This is an optimization exercise on Yosys and OpenROAD, whose aim is small area, not a production implementation.
Function was checked by simulation only, so behaviour that the tests miss may differ from the original.
No activity file was given, so power comes from the tool's default toggle rates.

==> flow/design.v <==
module systolic_ctrl #(
  parameter int unsigned WIDTH       = 16,
  parameter int unsigned MAX_LENGTH  = 64,
  parameter int unsigned NUM_UNITS   = 64,
  parameter int unsigned WDOG_CYCLES = 1024
) (
  input  logic                                     clk,
  input  logic                                     reset,
  input  logic                                     job_valid,
  output logic                                     job_ready,
  input  logic [$clog2(NUM_UNITS+1)-1:0]           job_rows,
  input  logic [$clog2(MAX_LENGTH)-1:0]            job_length,
  output logic                                     elem_valid,
  output logic [$clog2(MAX_LENGTH)-1:0]            elem_idx,
  output logic                                     arr_start,
  output logic [NUM_UNITS-1:0]                     arr_active_units,
  output logic [$clog2(MAX_LENGTH)-1:0]            arr_length,
  input  logic [NUM_UNITS-1:0]                     arr_done,
  input  logic [NUM_UNITS*WIDTH-1:0]               arr_result,
  output logic                                     res_valid,
  input  logic                                     res_ready,
  output logic [WIDTH-1:0]                         res_data,
  output logic [$clog2(NUM_UNITS)-1:0]             res_index,
  output logic                                     res_last,
  output logic                                     busy,
  output logic                                     err
);
  localparam int unsigned CW = 10;   
  typedef enum logic [2:0] {
    StIdle  = 3'b000,
    StStart = 3'b001,
    StFeed  = 3'b011,
    StWait  = 3'b010,
    StDrain = 3'b110
  } state_e;
  state_e          state_q, state_d;
  logic            err_q, err_d;
  logic            load_q;      
  logic [5:0]      rows_q;      
  logic [5:0]      len_q;
  logic [CW-1:0]   cnt_q, cnt_d;
  logic [CW-1:0]   cnt_inc;
  logic [NUM_UNITS*WIDTH-1:0] snap_q;
  logic idle, st_start, st_feed, st_wait, st_drain;
  logic all_done, feed_last, res_last_w, wdog_end, nonempty;
  logic [NUM_UNITS-1:0] mask;
  assign idle     = state_q == StIdle;
  assign st_start = state_q == StStart;
  assign st_feed  = state_q == StFeed;
  assign st_wait  = state_q == StWait;
  assign st_drain = state_q == StDrain;
  assign cnt_inc = cnt_q + CW'(1);
  always_comb begin
    for (int i = 0; i < NUM_UNITS; i++) begin
      mask[i] = !idle && ((rows_q == 6'd0) || (6'(i) < rows_q));
    end
  end
  assign all_done   = &(arr_done | ~mask);
  assign feed_last  = cnt_inc[5:0] == len_q;
  assign res_last_w = cnt_inc[5:0] == rows_q;
  assign wdog_end   = &cnt_q;
  assign nonempty   = (job_rows != '0) && (job_length != '0);
  always_ff @(posedge clk or posedge reset) begin
    if (reset) begin
      state_q <= StIdle;
      err_q   <= 1'b0;
      load_q  <= 1'b1;
    end else begin
      state_q <= state_d;
      err_q   <= err_d;
      load_q  <= state_d != StDrain;
    end
  end
  always_ff @(posedge clk) begin
    if (idle) begin
      len_q  <= job_length;
      rows_q <= job_rows[6] ? 6'd0 : job_rows[5:0];
    end
    cnt_q <= cnt_d;
  end
  always_ff @(posedge clk) begin
    snap_q <= (arr_result & {(NUM_UNITS*WIDTH){load_q}}) |
              (snap_q & {(NUM_UNITS*WIDTH){st_drain}});
  end
  always_comb begin
    state_d = state_q;
    err_d   = err_q;
    cnt_d   = cnt_q;
    unique case (state_q)
      StIdle: begin
        cnt_d = '0;
        if (job_valid) begin
          err_d = 1'b0;
          if (nonempty) state_d = StStart;
        end
      end
      StStart: begin
        cnt_d   = '0;
        state_d = StFeed;
      end
      StFeed: begin
        if (feed_last) begin
          cnt_d   = '0;
          state_d = StWait;
        end else begin
          cnt_d = cnt_inc;
        end
      end
      StWait: begin
        if (all_done) begin
          cnt_d   = '0;
          state_d = StDrain;
        end else if (wdog_end) begin
          err_d   = 1'b1;
          state_d = StIdle;
        end else begin
          cnt_d = cnt_inc;
        end
      end
      StDrain: begin
        if (res_ready) begin
          cnt_d = cnt_inc;
          if (res_last_w) state_d = StIdle;
        end
      end
      default: begin
        state_d = StIdle;
      end
    endcase
  end
  assign job_ready        = idle;
  assign busy             = !idle;
  assign arr_start        = st_start;
  assign elem_valid       = st_feed;
  assign res_valid        = st_drain;
  assign arr_active_units = mask;
  assign arr_length       = idle ? 6'd0 : len_q;
  assign elem_idx         = cnt_q[5:0];
  assign res_index        = cnt_q[5:0];
  assign res_last         = res_last_w;
  logic [NUM_UNITS-1:0] sel;
  always_comb begin
    for (int u = 0; u < NUM_UNITS; u++) sel[u] = cnt_q[5:0] == 6'(u);
    res_data = '0;
    for (int u = 0; u < NUM_UNITS; u++)
      res_data = res_data | (snap_q[u*WIDTH +: WIDTH] & {WIDTH{sel[u]}});
  end
  assign err              = err_q;
endmodule
==> flow/flow/run.sh <==
#!/bin/bash
# Standard ORFS layout (the standard.sh, unchanged synthesis), with
#  - port buffers made from the smallest buffer cell,
#  - pins allowed one routing track apart, so that a smaller die holds all 1210 ports,
#  - a clock tree of clkbuf_8 leaves (clkbuf_16 root) with larger sink clusters and
#    no dummy balancing loads.
CTS="-sink_clustering_enable -repair_clock_nets -dont_use_dummy_load"
CTS="$CTS -buf_list sky130_fd_sc_hd__clkbuf_8 -root_buf sky130_fd_sc_hd__clkbuf_16"
CTS="$CTS -sink_clustering_size 16 -sink_clustering_max_diameter 50"
bash standard.sh \
  'BUFFER_PORTS_ARGS=-buffer_cell sky130_fd_sc_hd__buf_1' \
  'PLACE_PINS_ARGS=-min_distance 1 -min_distance_in_tracks' \
  "CTS_ARGS=$CTS" \
  finish > standard.log 2>&1
==> flow/standard.sh <==
#!/bin/bash
# synth_recipe.tcl (not shown) runs the flow's synth.tcl, then flattens the netlist and writes it again
# the make line also repeats each setting of config.mk as NAME=value (left out here)
make -C /OpenROAD-flow-scripts/flow DESIGN_CONFIG=/design/flow/config.mk WORK_HOME=/design/flow/orfs CLKGATE_MAP_FILE= SYNTH_SCRIPT=/design/flow/synth_recipe.tcl "${@:-finish}"
==> flow/config.mk <==
export PLATFORM = sky130hd
export DESIGN_NAME = systolic_ctrl
export DESIGN_NICKNAME = systolic_ctrl
export VERILOG_FILES = /design/flow/design.v
export SDC_FILE = /design/flow/constraint.sdc
export NUM_CORES = 4
export LEC_CHECK = 0
export CAP_MARGIN = 20
export CORE_AREA = 6 6 314 314
export DIE_AREA = 0 0 320 320
export SETUP_SLACK_MARGIN = 0.25
export SLEW_MARGIN = 35
==> flow/constraint.sdc <==
create_clock -name core_clock -period 6.0 [get_ports {clk}]
set_input_delay 1.2000 -clock core_clock [delete_from_list [all_inputs] [get_ports {clk}]]
set_output_delay 1.2000 -clock core_clock [all_outputs]
set_load 0.01 [all_outputs]
==> results of run 1 <==
## per-stage QoR
stage	cell area, µm²	util, %	worst slack, ps	cells
2_1_floorplan	39140	-	2361	3462
3_3_place_gp	44850	47.91	633.0	5673
3_5_place_dp	44930	48.00	918.6	5677
4_1_cts	46530	49.70	340.9	5785
5_1_grt	46720	49.91	276.9	5823
6_report	46740	49.93	162.1	5832
## logic make-up (layout without fill, tap and decap cells)
logic type	after synthesis	in the layout	share of synthesized area, %
xor gates and xnor gates	21	21	0.5051
DFF	1051	1051	54.39
other	0	40	0
AOI/OAI and AO/OA	1685	1685	36.87
adders and majority gates	4	4	0.1279
buffers and inverters	370	1446	3.743
and+or+nand+nor	331	331	4.367
## power breakdown
part	internal [mW]	switching, mW	total, mW	leakage, nW
registers	7.42	0.486	7.90	8.92
clock network	1.74	2.44	4.18	0.823
logic	1.28	2.70	3.98	7.74
total	10.4	5.62	16.1	17.5
## worst paths after layout
check,to,startpoint,depth (start not counted),slack [ps]
max,res_data[1],cnt_q[0],10,160
max in group asynchronous,load_q,reset,2,5350
min,state_q[1],reset,2,410
min in group core_clock,snap_q[862],snap_q[862],1,470
max reg2reg,cnt_q[0],rows_q[3],9,1580
min reg2reg,snap_q[862],snap_q[862],1,470
## what timing repair did
item	CTS	global route
hold buffers	0	0
gates resized for setup	1	3
endpoints found under the setup margin	1	3
## cells in the final DEF (no fill, tap or decap), drive strengths merged, types with 5 or more instances in the layout
cell type	synthesis	final
o2111ai	5	5
dfxtp	1024	1024
o21a	6	6
or4	19	19
clkbuf	314	109
a21oi	51	51
a31oi	9	9
xor2	7	7
nor2b	10	10
inv	25	24
a22o	1282	1282
buf	31	1312
a221oi	257	257
nand4	70	70
xnor2	13	13
nor3	21	21
nand2	41	41
edfxtp	22	22
diode	0	40
nor4	6	6
or3	7	7
nand3	14	14
and2	11	11
o21ai	31	31
o211ai	5	5
or2	6	6
a211oi	5	5
nor2	114	114
## layer usage
metal	track usage, %	vias up	routed length (µm)
li1	-	16190	-
met1	55.33	19500	91160
met2	62.89	3571	99240
met3	14.78	881	29550
met4	32.99	22	23600
met5	1.229	-	144
## state kept, by name, summed over array words and instances (netlist names)
name	count
snap_q	1024
rows_q	6
cnt_q	10
len_q	6
err_q	1
load_q	1
state_q	3
## final cells by class
cell class | count | area [µm²] | area share, %
multi-input combinational | 2041 | 16630 | 35.58
sequential | 1051 | 21290 | 45.55
antenna | 40 | 100.1 | 0.2142
tap | 1254 | 1569 | 3.357
inverter | 25 | 93.84 | 0.2008
clock buffer | 108 | 1588 | 3.397
timing repair buffer | 1313 | 5466 | 11.70
==> impl_metrics.tcl, run 1 <==
set metrics [dict create \
    synth.most_common_cell "a22o_1" \
    dp_hpwl_mm 189.9 \
    maxCapViolCount 0 \
    critPathKind "flip-flop to primary output" \
    async_reset_ff_share_pct 0.4757 \
    hold_class "input pin to asynchronous set/reset pin" \
    rsz0062_at_grt "no" \
    first_global_vias 37850 \
    min_period_ps 5838 \
    synth_top_area_share_pct 52.38 \
    nets 5649 \
    initial_core_util_pct 41.81 \
    slowest_delay_ps 770 \
    final_antenna_net_count 0 \
    postSynthCellCount 3462 \
    synth_area_um2 39140 \
    grt_pass1_wl_mm 317.4 \
    crit_family "simple AND/OR/NAND/NOR gates" \
    outcome "finished clean" \
    endpoint_kind "primary output" \
    die_x_um 320 \
    cp_slowest_cell "a221oi_1" \
    grt_max_degree 227 \
    cts_tree "done" \
    dieArea_um2 102400 \
    yosys-top-cells-area "dfxtp_1 (52%), a22o_1 (29%), a221oi_1 (5.8%)" \
    setup_viol 0 \
    cp.buffers_inverters 3 \
    rows 112 \
    skew_ps 63.41 \
    whs_ps 411.0 \
    seq_area_frac_synth_pct 54.39 \
    synth_ff_type "dfxtp_1" \
    io_pins 1210 \
    synthDistinctLibCells 68 \
    synth_nets 4571 \
    cts_inserted_buffers 108 \
    timing.final.crit_share_pct 97.30 \
    path_cells "inv_1 -> ha_1 -> nand2_1 -> nor2_2 -> buf_4 -> a22o_1 -> a221oi_1 -> nand4_1 -> or4_1 -> buf_1" \
    cts_setup_buffers 0 \
    ys_top_cells_by_count "a22o_1 (1282), dfxtp_1 (1024), clkbuf_1 (314), a221oi_1 (257), nor2_1 (114)" \
    coreArea_um2 93610 \
    post-route-drc-count 0 \
    critPathMaxFanout 16 \
    cts.htree.levels 3 \
    groute.usage.overall_pct 44.21 \
    ys_seq_elements 1051 \
    die_h_um 320 \
    yosysTopAreaCell "dfxtp_1" \
    p_per_area_nw_per_um2 343.6 \
    synth_edf_count 22 \
    wl_per_cell_um 41.78 \
    worstPathArrival_ps 4640 \
    port_buffers 1209 \
    clkSinkCount 1051 \
    avgSynthCellArea_um2 11.31 \
    crit_path_start_kind "flip-flop" \
    drt-initial-drc-count 6757 \
    cts_buffer_depth 3 \
    final_hold_viol_count 0 \
    syn_to_final_growth_pct 19.42 \
    p_leak_nw 17.48 \
    total_power_mw 16.06 \
    relSlewSlack_pct 25.22 \
    tightest_slew_ps 1122 \
    nFillCells 8749 \
    synth-warning-count 1 \
    wl_mm 243.7 \
    required_ps 4800 \
    dr.pass1.iters 6 \
    drive_gt1_share_pct 6.545 \
    fin_setup_tns_ps 0 \
    ir_worst_vdd_mv 0.1851 \
    finalWeightedCongestion 1.043 \
    clock_latency_ps 710 \
    antenna_found_initial 54 \
    clkTransAtPathRegs_ps 100 \
    fmax_mhz 171.3 \
    root_buffer "clkbuf_16" \
    maxSlewViolCount 0 \
    routed_via_density 6.887 \
    grt_overflow_total 0 \
    vias 40160 \
]
==> run 2: changes to the inputs <==
--- a/flow/flow/run.sh
+++ b/flow/flow/run.sh
@@ -8,3 +8,3 @@
 CTS="$CTS -buf_list sky130_fd_sc_hd__clkbuf_8 -root_buf sky130_fd_sc_hd__clkbuf_16"
-CTS="$CTS -sink_clustering_size 16 -sink_clustering_max_diameter 50"
+CTS="$CTS -sink_clustering_size 18 -sink_clustering_max_diameter 60"
 bash standard.sh \
==> run 2 against run 1 <==
Compared with the run above:
- critical path type unchanged
- wire length about the same
- synthesized cell count is the same
- core utilization is 0.34 points lower
- still clean on timing, DRC and antenna
- final cell count fell by 0.41%
- sequential cell count stayed put
==> impl_metrics.tcl, run 2 <==
set metrics [dict create \
    outcome "finished clean" \
    crit_path_start_kind "flip-flop" \
    rsz0062_at_grt "no" \
    vias 40030 \
    mostFrequentLayoutCell "a22o_1" \
    synth-warning-count 1 \
    critPathKind "flip-flop to primary output" \
    ir_worst_vdd_mv 0.1802 \
    endpoint_kind "primary output" \
    clock_latency_ps 680 \
    coreArea_um2 93610 \
    min_period_ps 5770 \
    synth_top_area_share_pct 52.38 \
    final_cell_area_um2 46420 \
    synth.most_common_cell "a22o_1" \
    worstPathArrival_ps 4570 \
    grt_overflow_total 0 \
    tightest_slew_ps 1153 \
    final_antenna_net_count 0 \
    dr.pass1.iters 6 \
    wl_per_cell_um 41.92 \
    ys_seq_elements 1051 \
    nFillCells 8804 \
    grt_max_degree 227 \
    dieArea_um2 102400 \
    groute.usage.overall_pct 44.12 \
    setup_viol 0 \
    synth_area_um2 39140 \
    grt_pass1_wl_mm 317.1 \
    yosys-top-cells-area "dfxtp_1 (52%), a22o_1 (29%), a221oi_1 (5.8%)" \
    port_buffers 1209 \
    dp_hpwl_mm 189.9 \
    drive_gt1_share_pct 6.008 \
    clkSinkCount 1051 \
    die_h_um 320 \
    ys_top_cells_by_count "a22o_1 (1282), dfxtp_1 (1024), clkbuf_1 (314), a221oi_1 (257), nor2_1 (114)" \
    avgSynthCellArea_um2 11.31 \
    relSlewSlack_pct 23.14 \
    required_ps 4800 \
    skew_ps 58.69 \
    p_leak_nw 17.32 \
    timing.final.crit_share_pct 96.17 \
    initial_core_util_pct 41.81 \
    routed_via_density 6.892 \
    fin_setup_tns_ps 0 \
    maxSlewViolCount 0 \
    finalWeightedCongestion 1.043 \
    cp_slowest_cell "a221oi_2" \
    seq_area_frac_synth_pct 54.39 \
    synthDistinctLibCells 68 \
    rows 112 \
    cts_inserted_buffers 84 \
    async_reset_ff_share_pct 0.4757 \
    yosysTopAreaCell "dfxtp_1" \
    clkTransAtPathRegs_ps 110 \
    critPathMaxFanout 13 \
    cts_hold_buf 0 \
    synth_edf_count 22 \
    root_buffer "clkbuf_16" \
    io_pins 1210 \
    die_x_um 320 \
    path_cells "nand2_1 -> buf_4 -> nor2_2 -> buf_4 -> a22o_1 -> a221oi_2 -> nand4_1 -> or4_1 -> buf_1" \
    nets 5622 \
    post-route-drc-count 0 \
    fmax_mhz 173.3 \
    drt-initial-drc-count 6500 \
    reg.largest.list "snap_q (1024), cnt_q (10)" \
    wl_mm 243.5 \
    cts_tree "done" \
    first_global_vias 37530 \
    cts.htree.levels 3 \
    total_power_mw 15.59 \
    postSynthCellCount 3462 \
    cts_buffer_depth 3 \
    hold_class "input pin to asynchronous set/reset pin" \
    final_hold_viol_count 0 \
    p_per_area_nw_per_um2 335.8 \
    cts_setup_buffers 0 \
    largest_reg_flops 1024 \
    largest-register "snap_q" \
    synth_ff_type "dfxtp_1" \
    syn_to_final_growth_pct 18.60 \
    placed_cell_area_um2 44930 \
    antenna_found_initial 50 \
    regArea_um2 21290 \
    synth_nets 4571 \
    maxCapViolCount 0 \
    cp_common_cell "buf_4" \
    multiInputGateArea_um2 16630 \
    mostFrequentLayoutCells "a22o_1 (1282), buf_1 (1209), dfxtp_1 (1024)" \
    slowest_delay_ps 730 \
]
run 2: cell counts after synthesis:
Identical to the previous run, type by type.
run 2: layout make-up:
| cell class | instances | area share [%] |
|---|---|---|
| flip-flops and latches | 1051 | 45.87 |
| multi-input cells | 2041 | 35.82 |
| clock buffers | 84 | 2.709 |
| diodes | 43 | 0.2318 |
| inverters | 25 | 0.2022 |
| well taps | 1254 | 3.380 |
| repair buffers | 1310 | 11.79 |
run 2: report_power, final:
group,switching (mW),internal (mW)
registers,0.488,7.42
clock network,2.34,1.40
logic,2.67,1.28
run 2: what timing repair did:
item / 4_1_cts / 5_1_grt
endpoints found under the setup margin: 1 / 3
pin swaps: 0 / 0
endpoints found under the hold margin: 0 / 0
gates resized for setup: 1 / 3
run 2: final timing paths:
path | start | endpoint | slack, ps | cells past startpoint
max | cnt_q[5] | res_data[5] | 230 | 9
max reg2reg | rows_q[3] | cnt_q[3] | 1550 | 9
min | reset | err_q | 420 | 2
max in group asynchronous | reset | load_q | 5340 | 2
min reg2reg | snap_q[844] | snap_q[844] | 480 | 1
min in group core_clock | snap_q[844] | snap_q[844] | 480 | 1
run 2: logic make-up after synthesis:
group	after synthesis	share of synthesized area, %
buffers and inverters	370	3.743
flip-flops	1051	54.39
AND/OR/NAND/NOR	331	4.367
XOR/XNOR	21	0.5051
AO/OA/AOI/OAI	1685	36.87
adder cells (fa/ha/maj)	4	0.1279
run 2: stage by stage:
stage	hold WS, ps	util [%]	std cells	setup WS, ps
finish	423.4	49.59	5808	229.7
global route	419.4	49.56	5796	265.5
CTS	400.6	49.35	5761	338.4
detailed placement	453.5	48.00	5677	918.6
global placement	454.2	47.91	5673	633.0
floorplan	439.2	-	3462	2361
run 2: routing by layer:
layer  track usage (%)  vias to the layer above  routed length, µm
met5             1.560                        -                164
met4             29.96                       20              22040
met3             13.90                      834              28910
met2             64.32                     3510             100800
met1             55.63                    19540              91550
li1                  -                    16130                  -
run 2: worst max-delay path, delay by kind of cell, from the launching register on:
kind | cells | cell delay [ps]
buffers and inverters | 3 | 750
AND/OR/NAND/NOR | 4 | 1610
flip-flops | 1 | 530
AO/OA/AOI/OAI | 2 | 990
==> run 3: changes to the inputs <==
--- a/flow/design.v
+++ b/flow/design.v
@@ -38,2 +38,4 @@
   logic            load_q;      
+  logic            snap_inv_q;  
+  logic            shift_q;     
   logic [5:0]      rows_q;      
@@ -67,2 +69,3 @@
       load_q  <= 1'b1;
+      shift_q <= 1'b0;
     end else begin
@@ -71,2 +74,3 @@
       load_q  <= state_d != StDrain;
+      shift_q <= state_d == StDrain;
     end
@@ -80,5 +84,12 @@
   end
+  logic snap_hold, snap_shift;
+  logic [NUM_UNITS*WIDTH-1:0] snap_next;
+  assign snap_hold  = st_drain && !res_ready;
+  assign snap_shift = shift_q && res_ready;
+  assign snap_next  = {{WIDTH{1'b0}}, snap_q[NUM_UNITS*WIDTH-1:WIDTH]};
   always_ff @(posedge clk) begin
-    snap_q <= (arr_result & {(NUM_UNITS*WIDTH){load_q}}) |
-              (snap_q & {(NUM_UNITS*WIDTH){st_drain}});
+    snap_q <= ~((arr_result & {(NUM_UNITS*WIDTH){load_q}}) |
+                (snap_q & {(NUM_UNITS*WIDTH){snap_hold}}) |
+                (snap_next & {(NUM_UNITS*WIDTH){snap_shift}}));
+    snap_inv_q <= st_drain ? !snap_inv_q : 1'b1;
   end
@@ -140,9 +151,3 @@
   assign res_last         = res_last_w;
-  logic [NUM_UNITS-1:0] sel;
-  always_comb begin
-    for (int u = 0; u < NUM_UNITS; u++) sel[u] = cnt_q[5:0] == 6'(u);
-    res_data = '0;
-    for (int u = 0; u < NUM_UNITS; u++)
-      res_data = res_data | (snap_q[u*WIDTH +: WIDTH] & {WIDTH{sel[u]}});
-  end
+  assign res_data = snap_q[WIDTH-1:0] ^ {WIDTH{snap_inv_q}};
   assign err              = err_q;
==> run 3 against run 2 <==
Compared with the run above:
- critical path depth unchanged
- maximum frequency grew 28%
- sequential power is 2.8% lower
- still clean
- register-to-register slack worse by 40 ps
- total power shrank 23%
- area after synthesis fell by 9.9%
- setup slack gained 1300 ps
- core utilization decreased by 4.7 points
- worst hold slack worse by 47 ps
- cell area is 9.5% lower
- via count down 15%
- critical path type is now flip-flop to flip-flop
- first-iteration DRC count grew 30%
==> impl_metrics.tcl, run 3 <==
set metrics [dict create \
    reg2regPathDepth 9 \
    rows 112 \
    cts_tree "done" \
    reg2reg_from "rows_q[4]" \
    synthDistinctLibCells 71 \
    clkSinkCount 1053 \
    yosys-top-cells-area "dfxtp_1 (58%), a222oi_1 (29%), clkbuf_1 (3.7%)" \
    r2r_setup_slack_ps 1510 \
    switching_share_pct 23.21 \
    final_cells 5196 \
    maxCapViolCount 0 \
    grt_pass1_wl_mm 217.7 \
    cts.htree.levels 3 \
    ys_top_cells_by_count "dfxtp_1 (1025), a222oi_1 (1008), clkbuf_1 (349), nor2_1 (63), a21oi_1 (56)" \
    final_cell_area_um2 42000 \
    synth_xor_area_share_pct 0.8939 \
    die_x_um 320 \
    synth_ff_type "dfxtp_1" \
    fin_setup_tns_ps 0 \
    critPathKind "flip-flop to flip-flop" \
    slowest_delay_ps 820 \
    p_sw_mw 2.799 \
    drt-initial-drc-count 8459 \
    cp_slowest_cell "a2111oi_1" \
    antenna_found_initial 184 \
    initial_core_util_pct 37.68 \
    skew_ps 69.98 \
    postSynthCellCount 2831 \
    post-route-drc-count 0 \
    fmax_mhz 222.7 \
    wl_mm 158.8 \
    syn_to_final_growth_pct 19.08 \
    drive_gt1_share_pct 3.634 \
    rsz0062_at_grt "no" \
    regArea_um2 21340 \
    largest-register "snap_q" \
    yosysTopAreaCell "dfxtp_1" \
    p_seq_share_pct 63.7 \
    maxSlewViolCount 0 \
    first_global_vias 32070 \
    timing.final.crit_share_pct 74.86 \
    required_ps 6240 \
    final_hold_viol_count 0 \
    grt_overflow_total 0 \
    tightest_slew_ps 1088 \
    groute.usage.overall_pct 28.12 \
    cts.repair.resized 0 \
    clock_latency_ps 650 \
    worst-path-stages 9 \
    p_per_area_nw_per_um2 287.2 \
    endpoint_kind "flip-flop" \
    clkTransAtPathRegs_ps 110 \
    finalWeightedCongestion 0.9659 \
    dieArea_um2 102400 \
    p_leak_nw 13.83 \
    crit_path_start_kind "flip-flop" \
    synth_top_area_share_pct 58.18 \
    cts_inserted_buffers 83 \
    r2r-end "cnt_q[6]" \
    pwr-share-comb_pct 6.2 \
    wl_per_cell_um 30.56 \
    port_buffers 1209 \
    path_cells "or2_0 -> a211oi_1 -> o22ai_1 -> nor4_1 -> a31oi_1 -> a2111oi_1 -> buf_4 -> a211oi_1 -> a21oi_2" \
    cts_hold_buf 0 \
    dp_hpwl_mm 115.9 \
    cp.buffers_inverters 1 \
    min_to "snap_q[33]" \
    grt_max_degree 223 \
    reg.largest.list "snap_q (1024), cnt_q (10)" \
    cp_common_cell "a211oi_1" \
    hold_path_depth 1 \
    ir_worst_vdd_mv 0.2042 \
    crit_family "compound AO/OA/AOI/OAI gates" \
    routed_via_density 6.521 \
    synth_edf_count 22 \
    synth-simple-area-share_pct 2.529 \
    seq_area_frac_synth_pct 60.48 \
    multiInputGateArea_um2 12340 \
    synth_compound_area_share_pct 31.48 \
    die_h_um 320 \
    p_int_mw 9.263 \
    avgSynthCellArea_um2 12.46 \
    synth_top_family_by_area "compound AO/OA/AOI/OAI gates" \
    hold_class "flip-flop to flip-flop" \
    final_antenna_net_count 0 \
    vias 33890 \
    synth.area.mux_share_pct 0 \
    root_buffer "clkbuf_16" \
    p_clk_share_pct 30.1 \
    coreArea_um2 93610 \
    synth_area_um2 35270 \
    ys_seq_elements 1053 \
    synth_nets 3937 \
    synth.most_common_cell "dfxtp_1" \
    nFillCells 9277 \
    dp.cells 4940 \
    synth-warning-count 1 \
    placed_cell_area_um2 40290 \
    pre_cts_ws_ps 1581 \
    synth_fa_ha_area_share_pct 0.03547 \
    largest_reg_flops 1024 \
    critPathMaxFanout 10 \
    nets 4878 \
    mostFrequentLayoutCells "buf_1 (1209), dfxtp_1 (1024), a222oi_1 (1008)" \
    final.setup.worst_slack_ps 1509 \
    cts_buffer_depth 3 \
    setup_viol 0 \
    min_period_ps 4491 \
    mostFrequentLayoutCell "buf_1" \
    cts_setup_buffers 0 \
    worstPathArrival_ps 4740 \
    min-delay-start "snap_q[49]" \
    whs_ps 376.7 \
    outcome "finished clean" \
    relSlewSlack_pct 27.48 \
    io_pins 1210 \
    dr.pass1.iters 19 \
    async_reset_ff_share_pct 0.5698 \
]
-- run 3: cell types whose count changed after synthesis, sizes merged, moves of 17 or more --
cell	change
a22o	-1280
a222oi	+1008
a221oi	-256
nand4	-67
nor2	-50
clkbuf	+35
a22oi	+22
xor2	+20
inv	-17
-- run 3: worst max-delay path by stage --
stage	startpoint	to
floorplan	arr_done[27]	cnt_q[0]
detailed placement	rows_q[5]	cnt_q[7]
global route	rows_q[2]	cnt_q[6]
global placement	rows_q[5]	cnt_q[6]
finish	rows_q[4]	cnt_q[6]
CTS	rows_q[3]	arr_active_units[62]
-- run 3: kinds of logic after synthesis --
group           Yosys count
compound gates         1162
flops                  1053
buf+inv                 399
simple gates            180
xor+xnor                 36
fa+ha+maj                 1
-- run 3: layout make-up --
type / instances / share of cell area [%]
clock buffer: 83 / 2.961
tap: 1254 / 3.736
timing repair buffer: 1246 / 12.01
antenna: 172 / 1.025
sequential: 1053 / 50.80
multi-input combinational: 1379 / 29.39
inverter: 9 / 0.08043
-- run 3: worst register-to-register path, stage by stage, from the launching register on --
cell       delay (ps)
edfxtp_1          610
or2_0             570
a211oi_1          520
o22ai_1           150
nor4_1            320
a31oi_1           220
a2111oi_1         820
buf_4             250
a211oi_1          120
a21oi_2           530
-- run 3: metal layers --
layer	vias up	GRT usage [%]	share of wire (%)
met5	-	0	0.32
met4	78	23.78	8.8
met3	554	12.28	11
met2	1963	41.12	44
met1	16620	31.35	35
li1	14670	-	-
-- run 3: power groups by stage --
stage | clock, mW | combinational (mW) | sequential [mW]
CTS | 3.75 | 0.742 | 7.68
finish | 3.63 | 0.746 | 7.68
detailed placement | 0 | 0.736 | 7.84
floorplan | 0 | 0.416 | 7.70
global route | 4.01 | 0.812 | 7.72
global placement | 0 | 0.717 | 7.84
-- run 3: through the flow --
| step | util, % | power (mW) |
|---|---|---|
| CTS | 44.37 | 12.17 |
| floorplan | - | 8.116 |
| detailed placement | 43.05 | 8.573 |
| global route | 44.73 | 12.54 |
| finish | 44.87 | 12.06 |
| global placement | 43.00 | 8.553 |

[afterwards: timing with drivers on the ports]
The flow's constraints put no driver on any port. The routed layouts listed below were extracted and timed again, unchanged, in two steps. Step 1: set_driving_cell puts a clkbuf_16 on clk and a buf_2 on each other input, an assumption about the parent block. Step 2 moves the port delays by t, midway between the first and last clock arrival at a register: inputs arrive t later, outputs are due t later. That takes back most of the time a late clock gives input paths. Slacks: no drivers / after step 1 / after step 2; pairs: no drivers / after step 1.
run | shift t [ns] | setup WS [ns] | latest minus earliest clock arrival (ns) | cell pins on the clock port's net
run 1 | 0.734 | 0.162 / 0.087 / 0.821 | 0.106 / 0.106 | 1
run 2 | 0.714 | 0.230 / 0.152 / 0.866 | 0.095 / 0.094 | 1
run 3 | 0.678 | 1.509 / 1.487 / 1.509 | 0.081 / 0.081 | 1
After both steps every run listed still meets setup and hold.
